This design comes from an exercise in tuning for small area and a short achievable clock period on the open sky130 flow, not from production work. Where RTL was checked, it was by simulation tests only, not by an equivalence proof against the original. Power figures rest on the tool's default switching activity, not on a simulated workload.

## main
// qu_front_end
module qu_front_end (
    input  logic                          clk,
    input  logic                          rst_n,
    input  logic                          redirect,
    input  logic [qu_pkg::pc_w-1:0]       redirect_pc,
    output logic [qu_pkg::pc_w-1:0]       imem_addr,
    input  logic [qu_pkg::instr_w-1:0]    imem_data,
    output logic [qu_pkg::preg_w-1:0]     rf_rd1_addr,
    output logic [qu_pkg::preg_w-1:0]     rf_rd2_addr,
    input  logic [qu_pkg::instr_w-1:0]    rf_rd1_data,
    input  logic [qu_pkg::instr_w-1:0]    rf_rd2_data,
    input  logic                          wb_valid,
    input  logic [qu_pkg::preg_w-1:0]     wb_preg,
    input  logic                          free_valid,
    input  logic [qu_pkg::preg_w-1:0]     free_preg,
    input  logic                          rs_credit,
    output logic                          rs_valid,
    output logic [qu_pkg::rs_entry_w-1:0] rs_entry
);
    localparam int np = qu_pkg::num_pregs;
    logic [31:0] pc;
    logic [6:0]  fd_opc;
    logic [2:0]  fd_f3;
    logic        fd_base;
    logic        fd_alt;
    logic        fd_op;
    logic        fd_opi;
    logic        fd_lui;
    logic [1:0]  fd_kind;
    assign imem_addr = pc;
    assign fd_opc = imem_data[6:0];
    assign fd_f3 = imem_data[14:12];
    assign fd_base = (imem_data[31:25] == qu_pkg::funct7_base);
    assign fd_alt = (imem_data[31:25] == qu_pkg::funct7_alt);
    assign fd_op = (fd_opc == qu_pkg::opc_op)
                   && (fd_base || (fd_alt && (fd_f3 == 3'b000 || fd_f3 == 3'b101)));
    assign fd_opi = (fd_opc == qu_pkg::opc_op_imm)
                    && ((fd_f3 == 3'b001) ? fd_base : (fd_f3 == 3'b101) ? (fd_base || fd_alt) : 1'b1);
    assign fd_lui = (fd_opc == qu_pkg::opc_lui);
    assign fd_kind = (imem_data[11:7] == 5'd0) ? qu_pkg::kind_none
                   : {fd_opi || fd_lui, fd_op || fd_lui};
    logic [3:0]  f_v;
    logic [1:0]  f_rp;
    logic [26:0] f_mem [4];
    logic [26:0] f_head;
    logic        f_full;
    logic        f_empty;
    logic        f_push;
    logic        f_pop;
    logic        f_proper;
    logic        f_borrow;
    assign f_full = &f_v;
    assign f_empty = ~|f_v;
    assign f_push = !f_full && !redirect;
    assign f_head = f_mem[f_rp];
    assign f_proper = |f_head[26:25];
  ...
Size: about 3300 cells after synthesis, ~370 I/O pins, about 0.042 mm² of cells after synthesis.
Settings: LEC_CHECK=0, CAP_MARGIN=20, CORE_MARGIN=2, CORE_UTILIZATION=40, SETUP_SLACK_MARGIN=2.5, SLEW_MARGIN=20, BUFFER_PORTS_ARGS=-buffer_cell sky130_fd_sc_hd__buf_2; clock period 5.0 ns.
standard.sh (not shown) runs the stock make flow with config.mk's settings and CLKGATE_MAP_FILE= SYNTH_SCRIPT=/design/flow/synth_recipe.tcl, a recipe that flattens the netlist after the stock synthesis.
==> flow/flow/run.sh <==
#!/bin/bash
# Standard layout, with the port buffers made from buf_2 cells instead of
# the buffer that buffer_ports picks by default.
set -euo pipefail
echo "export BUFFER_PORTS_ARGS = -buffer_cell sky130_fd_sc_hd__buf_2" >> config.mk
bash standard.sh > standard_flow.log 2>&1
diff inputs: main => the feature branch
diff --git a/flow/design.v b/flow/design.v
--- a/flow/design.v
+++ b/flow/design.v
@@ -167,91 +167,56 @@
     logic [5:0]  src2_p;
     assign h_kind = h_f[16:15];
     assign h_rs2 = h_f[14:10];
     assign h_rs1 = h_f[9:5];
     assign h_rd = h_f[4:0];
     always_comb begin
         free_below[0] = 1'b0;
         for (int i = 1; i < np; i++) begin
             free_below[i] = |(free_map & ((np'(1) << i) - np'(1)));
         end
         lowest = free_map & ~free_below;
+        more_free = |(free_map & free_below);
         alloc = '0;
         for (int i = 0; i < np; i++) begin
             alloc = alloc | ({6{lowest[i]}} & 6'(i));
         end
     end
-    logic [23:0] fa1, ft1;
-    logic [11:0] fa2, ft2;
-    logic [5:0]  fa3, ft3;
-    logic [2:0]  fa4, ft4;
-    always_comb begin
-        for (int j = 0; j < 24; j++) begin
-            fa1[j] = free_map[2*j] | free_map[2*j+1];
-            ft1[j] = free_map[2*j] & free_map[2*j+1];
-        end
-        for (int j = 0; j < 12; j++) begin
-            fa2[j] = fa1[2*j] | fa1[2*j+1];
-            ft2[j] = ft1[2*j] | ft1[2*j+1] | (fa1[2*j] & fa1[2*j+1]);
-        end
-        for (int j = 0; j < 6; j++) begin
-            fa3[j] = fa2[2*j] | fa2[2*j+1];
-            ft3[j] = ft2[2*j] | ft2[2*j+1] | (fa2[2*j] & fa2[2*j+1]);
-        end
-        for (int j = 0; j < 3; j++) begin
-            fa4[j] = fa3[2*j] | fa3[2*j+1];
-            ft4[j] = ft3[2*j] | ft3[2*j+1] | (fa3[2*j] & fa3[2*j+1]);
-        end
-        more_free = |ft4 || (fa4[0] && fa4[1]) || (fa4[0] && fa4[2]) || (fa4[1] && fa4[2]);
-    end
     always_comb begin
         rat_full[0] = 6'd0;
         for (int i = 1; i < 32; i++) begin
             rat_full[i] = rat[i];
         end
     end
-    logic        took;
-    logic [4:0]  p_rd;
-    logic [5:0]  p_preg;
-    logic        byp_rd;
-    logic        byp_rs1;
-    logic        byp_rs2;
-    assign byp_rd = took && (p_rd == h_rd);
-    assign byp_rs1 = took && (p_rd == h_rs1);
-    assign byp_rs2 = took && (p_rd == h_rs2);
-    assign old_p = byp_rd ? p_preg : rat_full[h_rd];
-    assign src1_p = (h_kind == qu_pkg::kind_lui) ? 6'd0 : byp_rs1 ? p_preg : rat_full[h_rs1];
-    assign src2_p = (h_kind == qu_pkg::kind_op) ? (byp_rs2 ? p_preg : rat_full[h_rs2]) : 6'd0;
+    assign old_p = rat_full[h_rd];
+    assign src1_p = (h_kind == qu_pkg::kind_lui) ? 6'd0 : rat_full[h_rs1];
+    assign src2_p = (h_kind == qu_pkg::kind_op) ? rat_full[h_rs2] : 6'd0;
     logic        m_v;
     logic [59:0] m_op;
     logic [5:0]  m_rd_p;
     logic [5:0]  m_old_p;
     logic [5:0]  m_src1_p;
     logic [5:0]  m_src2_p;
     logic        m_acc;
-    assign p_rd = m_op[4:0];
-    assign p_preg = m_rd_p;
     assign m_acc = !m_v || cred_nz;
     assign want = !d_empty && m_acc;
     assign take = want && any_free;
     always_ff @(posedge clk or negedge rst_n) begin
         if (!rst_n) begin
             d_t <= '0;
             d_wp <= '0;
             d_rp <= '0;
             b_wp <= 3'b001;
             b_rp <= 3'b001;
             m_v <= 1'b0;
-            took <= 1'b0;
         end else begin
-            took <= take;
             if (d_push && !take) begin
                 d_t <= {d_t[2:0], 1'b1};
             end else if (take && !d_push) begin
                 d_t <= {1'b0, d_t[3:1]};
             end
             if (d_push) begin
                 d_wp <= d_wp + 2'd1;
             end
             if (take) begin
                 d_rp <= d_rp + 2'd1;
             end
@@ -263,26 +228,26 @@
             end
             if (m_acc) begin
                 m_v <= take;
             end
         end
     end
     always_ff @(posedge clk or negedge rst_n) begin
         if (!rst_n) begin
             for (int i = 1; i < 32; i++) begin
                 rat[i] <= 6'(i);
             end
-        end else if (took) begin
+        end else if (take) begin
             for (int i = 1; i < 32; i++) begin
-                if (p_rd == 5'(i)) begin
-                    rat[i] <= p_preg;
+                if (h_rd == 5'(i)) begin
+                    rat[i] <= alloc;
                 end
             end
         end
     end
     always_ff @(posedge clk or negedge rst_n) begin
         if (!rst_n) begin
             for (int i = 0; i < np; i++) begin
                 free_map[i] <= (i >= qu_pkg::arch_regs);
             end
             any_free <= 1'b1;
         end else begin
==> run summary <==
Both conditions hold for the feature branch: the flow ran to the end and the final layout passed the timing, DRC and antenna checks. The feature branch against main; post-detailed-route wirelength per cell is down by more than 10%. The effective utilization at floorplan was comparable across main and the feature branch. On sink count of the clock tree, the feature branch tracks main almost exactly. Looking at switching power summed over all nets, the feature branch sits above main. Compared main against the feature branch; number of sequential cells in the layout within noise. Share of post-route cells with drive strength above 1: the feature branch > main. Well-tap cell count went down by a few percent going from main to the feature branch. The final period utilization of the feature branch exceeds that of main by 4.4 points. Re placed instance area: the feature branch is about 4% down on main. The dominant combinational cell family by area after synthesis comes out compound AO/OA/AOI/OAI gates in one run and simple AND/OR/NAND/NOR gates in the other, namely in the feature branch and main respectively. Total track usage (the feature branch over main): decrease, 5.2 points.
The RTL of the feature branch was laid out without a check of its function.

---

Another version of the RTL of qu_front_end (not shown whole).
For scale: roughly 970 flip-flops, roughly 370 I/O pins, ~0.042 sq mm of cells after synthesis.
export LEC_CHECK = 0
export CAP_MARGIN = 20
export CORE_MARGIN = 2
export CORE_UTILIZATION = 58
export CTS_CLUSTER_DIAMETER = 100
export CTS_CLUSTER_SIZE = 22
export SETUP_SLACK_MARGIN = 2.6
export SLEW_MARGIN = 20
export BUFFER_PORTS_ARGS = -buffer_cell sky130_fd_sc_hd__buf_2
create_clock -name core_clock -period 5.0 [get_ports {clk}]
Scripts as last shown in full above: flow/flow/run.sh
The first run completed with no timing, DRC or antenna violations.
==> next run, changes <==
--- a/flow/design.v
+++ b/flow/design.v
@@ -65,29 +65,31 @@
     logic        f_push;
     logic        f_pop;
     logic        f_proper;
     logic        f_borrow;
     assign f_full = &f_v;
     assign f_empty = ~|f_v;
     assign f_push = !f_full && !redirect;
     assign f_head = f_mem[f_rp];
     assign f_proper = |f_head[26:25];
     logic [27:0] pc_dec;
     logic [31:0] f_head_pc;
-    assign pc_dec = pc[31:4] - 28'd1;
     assign f_borrow = f_full || (f_rp > pc[3:2]);
     assign f_head_pc = {f_borrow ? pc_dec : pc[31:4], f_rp, pc[1:0]};
     always_ff @(posedge clk) begin
         if (f_push) begin
             f_mem[pc[3:2]] <= {fd_kind, imem_data[31:7]};
         end
+        if (f_push && pc[3:2] == 2'b11) begin
+            pc_dec <= pc[31:4];
+        end
     end
     always_ff @(posedge clk or negedge rst_n) begin
         if (!rst_n) begin
             pc <= '0;
             f_v <= '0;
             f_rp <= '0;
         end else if (redirect) begin
             pc <= redirect_pc;
             f_v <= '0;
             f_rp <= redirect_pc[3:2];
         end else begin
Outcome: The changed run went through all stages and came out clean. Total power goes up by 1.8%. Wire length goes up by 3.7%. Cell area goes up by 0.52%. Worst setup slack improves by 87 ps. Clock skew goes down by 6.6 ps. Critical path depth goes up by 2. Utilization goes down by 0.81 points.
No functional check of the RTL was part of the first run of this note.

---

Setup of alpha:
qu_front_end, a different RTL version from the one above (not shown whole).
For scale: about 370 I/O pins, roughly 0.044 mm^2 of cells after synthesis.
## qu_front_end
module qu_front_end (
    input  logic                          clk,
    input  logic                          rst_n,
    input  logic                          redirect,
    input  logic [qu_pkg::pc_w-1:0]       redirect_pc,
    output logic [qu_pkg::pc_w-1:0]       imem_addr,
    input  logic [qu_pkg::instr_w-1:0]    imem_data,
    output logic [qu_pkg::preg_w-1:0]     rf_rd1_addr,
    output logic [qu_pkg::preg_w-1:0]     rf_rd2_addr,
    input  logic [qu_pkg::instr_w-1:0]    rf_rd1_data,
    input  logic [qu_pkg::instr_w-1:0]    rf_rd2_data,
    input  logic                          wb_valid,
    input  logic [qu_pkg::preg_w-1:0]     wb_preg,
    input  logic                          free_valid,
    input  logic [qu_pkg::preg_w-1:0]     free_preg,
    input  logic                          rs_credit,
    output logic                          rs_valid,
    output logic [qu_pkg::rs_entry_w-1:0] rs_entry
);
    localparam int np = qu_pkg::num_pregs;
    logic [31:0] pc;
    logic [6:0]  fd_opc;
    logic [2:0]  fd_f3;
    logic        fd_base;
    logic        fd_alt;
    logic        fd_op;
    logic        fd_opi;
    logic        fd_lui;
    logic [1:0]  fd_kind;
    assign imem_addr = pc;
    assign fd_opc = imem_data[6:0];
    assign fd_f3 = imem_data[14:12];
    assign fd_base = (imem_data[31:25] == qu_pkg::funct7_base);
    assign fd_alt = (imem_data[31:25] == qu_pkg::funct7_alt);
    assign fd_op = (fd_opc == qu_pkg::opc_op)
  ...
Settings: LEC_CHECK=0, CAP_MARGIN=20, CORE_MARGIN=2, CORE_UTILIZATION=58, CTS_CLUSTER_DIAMETER=100, CTS_CLUSTER_SIZE=22, SETUP_SLACK_MARGIN=2.6, SLEW_MARGIN=20, BUFFER_PORTS_ARGS=-inputs -buffer_cell sky130_fd_sc_hd__buf_1, PRE_GLOBAL_PLACE_TCL=/design/flow/flow/pre_gpl.tcl; clock period 5.0 ns.
==> flow/flow/run.sh <==
#!/bin/bash
# Standard layout, with the port buffers chosen here: buf_1 on inputs and
# buf_2 on outputs, instead of the cell that buffer_ports picks by default.
set -euo pipefail
here=$(pwd)
cat > "$here/flow/pre_gpl.tcl" <<'TCL'
buffer_ports -outputs -buffer_cell sky130_fd_sc_hd__buf_2
TCL
cat >> config.mk <<EOC
export BUFFER_PORTS_ARGS = -inputs -buffer_cell sky130_fd_sc_hd__buf_1
export PRE_GLOBAL_PLACE_TCL = $here/flow/pre_gpl.tcl
EOC
bash standard.sh > standard_flow.log 2>&1
==> flow/flow/pre_gpl.tcl <==
buffer_ports -outputs -buffer_cell sky130_fd_sc_hd__buf_2
The following lists how beta was set up differently from alpha:
--- a/flow/design.v
+++ b/flow/design.v
@@ -228,48 +228,40 @@
     logic [16:0] h_next;
     assign h_next = d_many ? b_head : d_in_f;
     always_ff @(posedge clk or negedge rst_n) begin
         if (!rst_n) begin
             byp_rs1 <= 1'b0;
             byp_rs2 <= 1'b0;
         end else begin
-            byp_rs1 <= byp1_nx;
-            byp_rs2 <= byp2_nx;
+            byp_rs1 <= take && (h_next[9:5] == h_rd);
+            byp_rs2 <= take && (h_next[14:10] == h_rd);
         end
     end
     logic [31:1] h_rs1_oh;
     logic [31:1] h_rs2_oh;
     logic [5:0]  rat_rs1;
     logic [5:0]  rat_rs2;
     logic [16:0] h_f_nx;
-    logic        use1_nx;
-    logic        use2_nx;
-    logic        byp1_nx;
-    logic        byp2_nx;
     assign h_f_nx = h_load ? h_next : h_f;
-    assign use1_nx = (h_f_nx[16:15] != qu_pkg::kind_lui);
-    assign use2_nx = (h_f_nx[16:15] == qu_pkg::kind_op);
-    assign byp1_nx = take && use1_nx && (h_next[9:5] == h_rd);
-    assign byp2_nx = take && use2_nx && (h_next[14:10] == h_rd);
     always_ff @(posedge clk) begin
         for (int i = 1; i < 32; i++) begin
-            h_rs1_oh[i] <= (h_f_nx[9:5] == 5'(i)) && use1_nx && !byp1_nx;
-            h_rs2_oh[i] <= (h_f_nx[14:10] == 5'(i)) && use2_nx && !byp2_nx;
+            h_rs1_oh[i] <= (h_f_nx[9:5] == 5'(i));
+            h_rs2_oh[i] <= (h_f_nx[14:10] == 5'(i));
         end
     end
     always_comb begin
         rat_rs1 = '0;
         rat_rs2 = '0;
         for (int i = 1; i < 32; i++) begin
             rat_rs1 = rat_rs1 | ({6{h_rs1_oh[i]}} & rat[i]);
             rat_rs2 = rat_rs2 | ({6{h_rs2_oh[i]}} & rat[i]);
         end
     end
-    assign src1_p = rat_rs1 | ({6{byp_rs1}} & p_preg);
-    assign src2_p = rat_rs2 | ({6{byp_rs2}} & p_preg);
+    assign src1_p = (h_kind == qu_pkg::kind_lui) ? 6'd0 : byp_rs1 ? p_preg : rat_rs1;
+    assign src2_p = (h_kind == qu_pkg::kind_op) ? (byp_rs2 ? p_preg : rat_rs2) : 6'd0;
     logic [31:1] m_rd_oh;
     always_comb begin
         old_p = '0;
         for (int i = 1; i < 32; i++) begin
             old_p = old_p | ({6{m_rd_oh[i]}} & rat[i]);
         end
     end
@@ -380,47 +372,38 @@
         if (m_acc) begin
             m_op <= {d_rest[41:10], h_f[16:15], d_rest[9:3], h_f[14:5], d_rest[2:0], h_f[4:0]};
             m_rd_p <= alloc;
             m_src1_p <= src1_p;
             m_src2_p <= src2_p;
         end
     end
-    logic [5:0]  credits;    
+    logic [2:0]  credits;
+    logic [2:0]  credits_nx;
     logic        busy1;
     logic        busy2;
     logic        rdy1;
     logic        rdy2;
     logic [np-1:0] busy_all;
     assign busy_all = {busy, 1'b0};
-    logic [5:0] rf_a1;
-    logic [5:0] rf_a2;
-    always_ff @(posedge clk) begin
-        if (take) begin
-            rf_a1 <= src1_p;
-            rf_a2 <= src2_p;
-        end
-    end
-    assign rf_rd1_addr = rf_a1;
-    assign rf_rd2_addr = rf_a2;
+    assign rf_rd1_addr = m_src1_p;
+    assign rf_rd2_addr = m_src2_p;
     assign drain = m_v && cred_nz;
     assign busy1 = busy_all[m_src1_p];
     assign busy2 = busy_all[m_src2_p];
-    assign cred_nz = credits[0];
+    assign credits_nx = credits - 3'(drain) + 3'(rs_credit);
     assign rdy1 = !busy1 || (wb_valid && wb_preg == m_src1_p);
     assign rdy2 = !busy2 || (wb_valid && wb_preg == m_src2_p);
     always_ff @(posedge clk or negedge rst_n) begin
         if (!rst_n) begin
-            credits <= 6'b111111;
+            credits <= 3'd6;
+            cred_nz <= 1'b1;
             rs_valid <= 1'b0;
         end else begin
-            if (rs_credit && !drain) begin
-                credits <= {credits[4:0], 1'b1};
-            end else if (drain && !rs_credit) begin
-                credits <= {1'b0, credits[5:1]};
-            end
+            credits <= credits_nx;
+            cred_nz <= (credits_nx != 3'd0);
             rs_valid <= drain;
         end
     end
     logic [31:0] e_pc;
     logic [1:0]  e_kind;
     logic [31:7] e_ins;
     logic        e_lui;
Taking alpha as 1.0, beta lands at 0.873 on met3 wire length. Number of logic inverters in the finished layout: beta > alpha. Between beta and alpha, the final-layout worst hold slack is higher for alpha. The lower cell area after synthesis of beta and alpha is in beta. Against alpha as the reference, beta delivers a lower final period utilization. beta ends up with a worst setup timing slack at the placement stage that is 0.022 ns higher than in alpha. Summary of beta over alpha: HPWL after detailed placement went down 1000 um; combinational logic power -43%. alpha leaves less setup margin than beta. In the metrics for beta and alpha, the one carrying the higher number of nets in the layout is alpha. Re cell count: beta is 175 down on alpha. Against alpha, register-to-register slack in beta came out better.
No functional check of the RTL was part of any run of this note.

-- static timing again, ports no longer ideal --
How much do the figures lean on ideal ports? The routed layouts below were timed once more, with nothing changed but the port constraints. Step 1, drivers: a clkbuf_16 drives clk and a buf_2 each remaining input, both assumed. Step 2 moves the port delays by t, midway between the first and last clock arrival at a register: inputs arrive t later, outputs are due t later. That takes back most of the time a late clock gives input paths. Three values: ideal, step 1, step 2; two values: the first two.
run | t (ns) | slack for setup (ns) | worst setup path after step 2
main | 0.752 | 2.287 / 2.287 / 2.117 | input to register
the feature branch | 0.757 | 2.069 / 2.069 / 1.856 | input to register
the first run of note 2 | 0.729 | 2.423 / 2.423 / 2.171 | input to register
the second run of note 2 | 0.728 | 2.510 / 2.454 / 2.089 | input to register
alpha | 0.740 | 2.408 / 2.388 / 2.073 | input to register
beta | 0.725 | 2.498 / 2.432 / 1.983 | input to register
After both steps setup and hold are still met in every run listed. For beta, which loses most, drivers alone change the setup slack by -0.066 ns; drivers and shift together by -0.515 ns.
